Source: an optimization exercise on an open RTL-to-GDS flow (aim: small area). Production flows keep margins and buffers that such runs may drop.
Function was checked by simulation only, so behaviour that the tests miss may differ from the original.
Power and IR drop assume default switching activity.

## local_move
module local_move
(
    input  logic        clk,
    input  logic        rst_n,
    input  logic        clause_write,
    input  logic [1:0]  clause_index,
    input  logic [15:0] clause_data,
    input  logic [3:0]  clause_enable,
    input  logic [9:0]  current,
    input  logic [1:0]  bool_propose_enable,
    input  logic [1:0]  int_propose_enable,
    input  logic        start,
    output logic [11:0] gains,
    output logic [2:0]  best_gain,
    output logic [9:0]  best_assignment,
    output logic        done
);
    logic [15:0] cl0, cl1, cl2, cl3;
    logic [3:0]  cv;
    always_ff @(posedge clk)
    begin
        if (clause_write && clause_index == 2'd0) cl0 <= clause_data;
        if (clause_write && clause_index == 2'd1) cl1 <= clause_data;
        if (clause_write && clause_index == 2'd2) cl2 <= clause_data;
        if (clause_write && clause_index == 2'd3) cl3 <= clause_data;
    end
    always_ff @(posedge clk or negedge rst_n)
    begin
        if (!rst_n)
            cv <= '0;
        else if (clause_write)
            cv[clause_index] <= 1'b1;
    end
    wire [3:0] x  = current[3:0];
    wire [3:0] y  = current[7:4];
    wire       p0 = current[8];
    wire       p1 = current[9];
    wire       xw = (current[3:0] == 4'd7);   
    wire       yw = (current[7:4] == 4'd7);
    wire [3:0] sat0, sat1, sat2, sat3, sat4;
  ...
For scale: about 850 cells after synthesis, about 66 I/O pins, roughly 9900 µm² of cells after synthesis.
==> flow/config.mk <==
export PLATFORM = sky130hd
export DESIGN_NAME = local_move
export DESIGN_NICKNAME = local_move
export VERILOG_FILES = /design/flow/design.v
export SDC_FILE = /design/flow/constraint.sdc
export NUM_CORES = 4
export LEC_CHECK = 0
export CAP_MARGIN = 20
export CORE_MARGIN = 2
export CORE_UTILIZATION = 75
export CTS_BUF_LIST = sky130_fd_sc_hd__clkbuf_4
export SLEW_MARGIN = 20
export SYNTH_HIERARCHICAL = 1
==> flow/constraint.sdc <==
create_clock -name core_clock -period 12.0 [get_ports {clk}]
set_input_delay 2.4000 -clock core_clock [delete_from_list [all_inputs] [get_ports {clk}]]
set_output_delay 2.4000 -clock core_clock [all_outputs]
set_load 0.01 [all_outputs]
standard.sh (not shown) runs the stock make flow with config.mk's settings and CLKGATE_MAP_FILE= SYNTH_SCRIPT=/design/flow/synth_recipe.tcl, a recipe that flattens the netlist after the stock synthesis.
==> flow/flow/run.sh <==
#!/bin/bash
# Standard ORFS layout with two changes: the ports are buffered with the smallest
# plain buffer, and clock tree synthesis adds no dummy load cells.
set -euo pipefail
export BUFFER_PORTS_ARGS="-buffer_cell sky130_fd_sc_hd__buf_1"
export CTS_ARGS="-sink_clustering_enable -repair_clock_nets -buf_list sky130_fd_sc_hd__clkbuf_4 -dont_use_dummy_load"
bash standard.sh > standard.log 2>&1
Next try:
==> flow/flow/run.sh (replaced) <==
#!/bin/bash
# Standard ORFS layout; the only change is the cell used to buffer the ports
# (the smallest plain buffer instead of the flow's default pick).
set -euo pipefail
export BUFFER_PORTS_ARGS="-buffer_cell sky130_fd_sc_hd__buf_1"
bash standard.sh > standard.log 2>&1
Settings changed: CORE_UTILIZATION 75 to 40, CTS_BUF_LIST sky130_fd_sc_hd__clkbuf_4 to unset.
Clock skew falls by 37 ps.
Setup slack gets better by 240 ps.
First-iteration DRC count decreases by a quarter to a third.
Die area increases by well over a third.
Power rises by a little under a tenth.
Hold slack degrades by 12 ps.
Core utilization goes down by 35 points.
Next try:
==> flow/run.sh (new file) <==
#!/bin/bash
# synth_recipe.tcl (not shown) runs the flow's synth.tcl, then flattens the netlist and writes it again
# the make line also repeats each setting of config.mk as NAME=value (left out here)
make -C /OpenROAD-flow-scripts/flow DESIGN_CONFIG=/design/flow/config.mk WORK_HOME=/design/flow/orfs CLKGATE_MAP_FILE= SYNTH_SCRIPT=/design/flow/synth_recipe.tcl finish
Settings changed: CORE_UTILIZATION 40 to 65, CTS_BUF_LIST set to sky130_fd_sc_hd__clkbuf_4 sky130_fd_sc_hd__clkbuf_8.
removed: flow/flow/run.sh
removed: flow/standard.sh
Critical path depth shrinks by 2.
Global-route usage grows by 11 points.
Sequential share of layout area stays flat.
Final area is about the same.
Die area shrinks by well over a third.
Worst setup slack loses 490 ps.
Utilization grows by 29 points.
Area after synthesis stays the same.
Clock-buffer cell count stays the same.
Next try:
==> flow/flow/run.sh (new file) <==
#!/bin/bash
# Standard ORFS layout; the only change is the cell used to buffer the ports
# (the smallest plain buffer instead of the flow's default pick).
set -euo pipefail
export BUFFER_PORTS_ARGS="-buffer_cell sky130_fd_sc_hd__buf_1"
bash standard.sh > standard.log 2>&1
==> flow/standard.sh (new file) <==
#!/bin/bash
# synth_recipe.tcl (not shown) runs the flow's synth.tcl, then flattens the netlist and writes it again
# the make line also repeats each setting of config.mk as NAME=value (left out here)
make -C /OpenROAD-flow-scripts/flow DESIGN_CONFIG=/design/flow/config.mk WORK_HOME=/design/flow/orfs CLKGATE_MAP_FILE= SYNTH_SCRIPT=/design/flow/synth_recipe.tcl "${@:-finish}"
Settings changed: CTS_BUF_LIST sky130_fd_sc_hd__clkbuf_4 sky130_fd_sc_hd__clkbuf_8 to sky130_fd_sc_hd__clkbuf_8, CTS_CLUSTER_DIAMETER set to 60, CTS_CLUSTER_SIZE set to 40.
removed: flow/run.sh
Effect:
- die area is unchanged
- power fell by 1.9%
- critical path depth rose by 3
- clock power rose by about 4%
- combinational power fell by about 3%
- worst setup slack improves by 390 ps
- final cell count does not change
- wire length rose by 1.6%
- register-to-register slack improves by 40 ps
- via count hardly moves
- worst hold slack degrades by 7.2 ps
Next try:
Settings changed: CTS_CLUSTER_DIAMETER 60 to unset, CTS_CLUSTER_SIZE 40 to unset.
Core utilization is unchanged.
Worst hold slack does not change.
Setup slack is unchanged.
First-iteration DRC count stays the same.
Register-to-register slack hardly moves.
Fmax stays the same.
Via count stays the same.
Synthesized area does not change.
Combinational power stays flat.
Critical path depth does not change.
Power stays the same.

---

== delta ==
Starting RTL as in the previous note.
export LEC_CHECK = 0
export CAP_MARGIN = 20
export CORE_MARGIN = 2
export CORE_UTILIZATION = 65
export CTS_BUF_LIST = sky130_fd_sc_hd__clkbuf_8
export SLEW_MARGIN = 20
export SYNTH_HIERARCHICAL = 1
create_clock -name core_clock -period 12.0 [get_ports {clk}]
==> flow/flow/run.sh <==
#!/bin/bash
# Standard ORFS layout with two changes: the ports are buffered with the smallest
# plain buffer, and clock tree synthesis adds no dummy load cells.
set -euo pipefail
export BUFFER_PORTS_ARGS="-buffer_cell sky130_fd_sc_hd__buf_1"
export CTS_ARGS="-sink_clustering_enable -repair_clock_nets -buf_list sky130_fd_sc_hd__clkbuf_8 -dont_use_dummy_load"
bash standard.sh > standard.log 2>&1
delta: done, clean on timing, DRC and antenna
Modified inputs, beta compared to delta
Settings: clearing CTS_BUF_LIST, which used to be sky130_fd_sc_hd__clkbuf_8; swapping 65 for 40 in CORE_UTILIZATION.
==> flow/run.sh (new file) <==
#!/bin/bash
# synth_recipe.tcl (not shown) runs the flow's synth.tcl, then flattens the netlist and writes it again
# the make line also repeats each setting of config.mk as NAME=value (left out here)
make -C /OpenROAD-flow-scripts/flow DESIGN_CONFIG=/design/flow/config.mk WORK_HOME=/design/flow/orfs CLKGATE_MAP_FILE= SYNTH_SCRIPT=/design/flow/synth_recipe.tcl finish
removed: flow/flow/run.sh
removed: flow/standard.sh
[summary]
Looking at average via count per standard cell, beta sits about 14% lower than delta does. beta gives less met3 layer usage reported by global route than delta did. Measured against each other, delta and beta differ in clock skew, the higher figure coming from delta. delta has lower layout overhead on the synthesized area than beta. From delta to beta the numbers moved as follows: number of logic stages on the critical path including buffering fell by 1; maximum operating frequency shows a reduction of about 3.7%; total instance count after detailed placement shows an increase of 140. delta ended up with current[4] as its launching element of the worst setup path; beta ended up with current[5]. beta — non-clock buffer total of the final layout 4 higher, delta as reference. Row share of final layout cell area taken by non-clock buffers: beta higher / delta lower. Sort delta and beta by first-iteration DRC count desc -> top: delta. Across both runs, clock share of power was higher for beta than for delta.

[re-timing with driven ports]
How much do the figures lean on ideal ports? The routed layouts below were timed once more, with nothing changed but the port constraints. Step 1: set_driving_cell puts a clkbuf_16 on clk and a buf_2 on each other input, an assumption about the parent block. Step 2 also shifts input and output timing later by t, the mid clock arrival at the registers, as if the neighbouring blocks saw the same clock. a / b / c = ideal ports / drivers / drivers and shift; a / b = the first two.
| run | t (ns) | setup WS [ns] | worst hold slack (ns) | worst setup path at the end | pins driven straight from the clock port |
|---|---|---|---|---|---|
| the first run of note 1 | 0.547 | 1.268 / 1.271 / 0.724 | 0.493 / 0.493 / 0.493 | input to register | 1 |
| the second run of note 1 | 0.469 | 1.503 / 1.517 / 1.048 | 0.481 / 0.481 / 0.481 | input to register | 1 |
| the third run of note 1 | 0.490 | 1.015 / 1.022 / 0.532 | 0.482 / 0.482 / 0.482 | input to register | 1 |
| the fourth run of note 1 | 0.482 | 1.405 / 1.414 / 0.931 | 0.475 / 0.475 / 0.475 | input to register | 1 |
| the fifth run of note 1 | 0.482 | 1.405 / 1.414 / 0.931 | 0.475 / 0.475 / 0.475 | input to register | 1 |
| delta | 0.466 | 1.415 / 1.425 / 0.960 | 0.474 / 0.474 / 0.474 | input to register | 1 |
| beta | 0.463 | 1.004 / 1.022 / 0.559 | 0.478 / 0.478 / 0.478 | input to register | 1 |
After both steps every run listed still meets setup and hold. The setup slack of the first run of note 1, which loses most, moves by +0.003 ns with the drivers and by -0.544 ns with both steps.
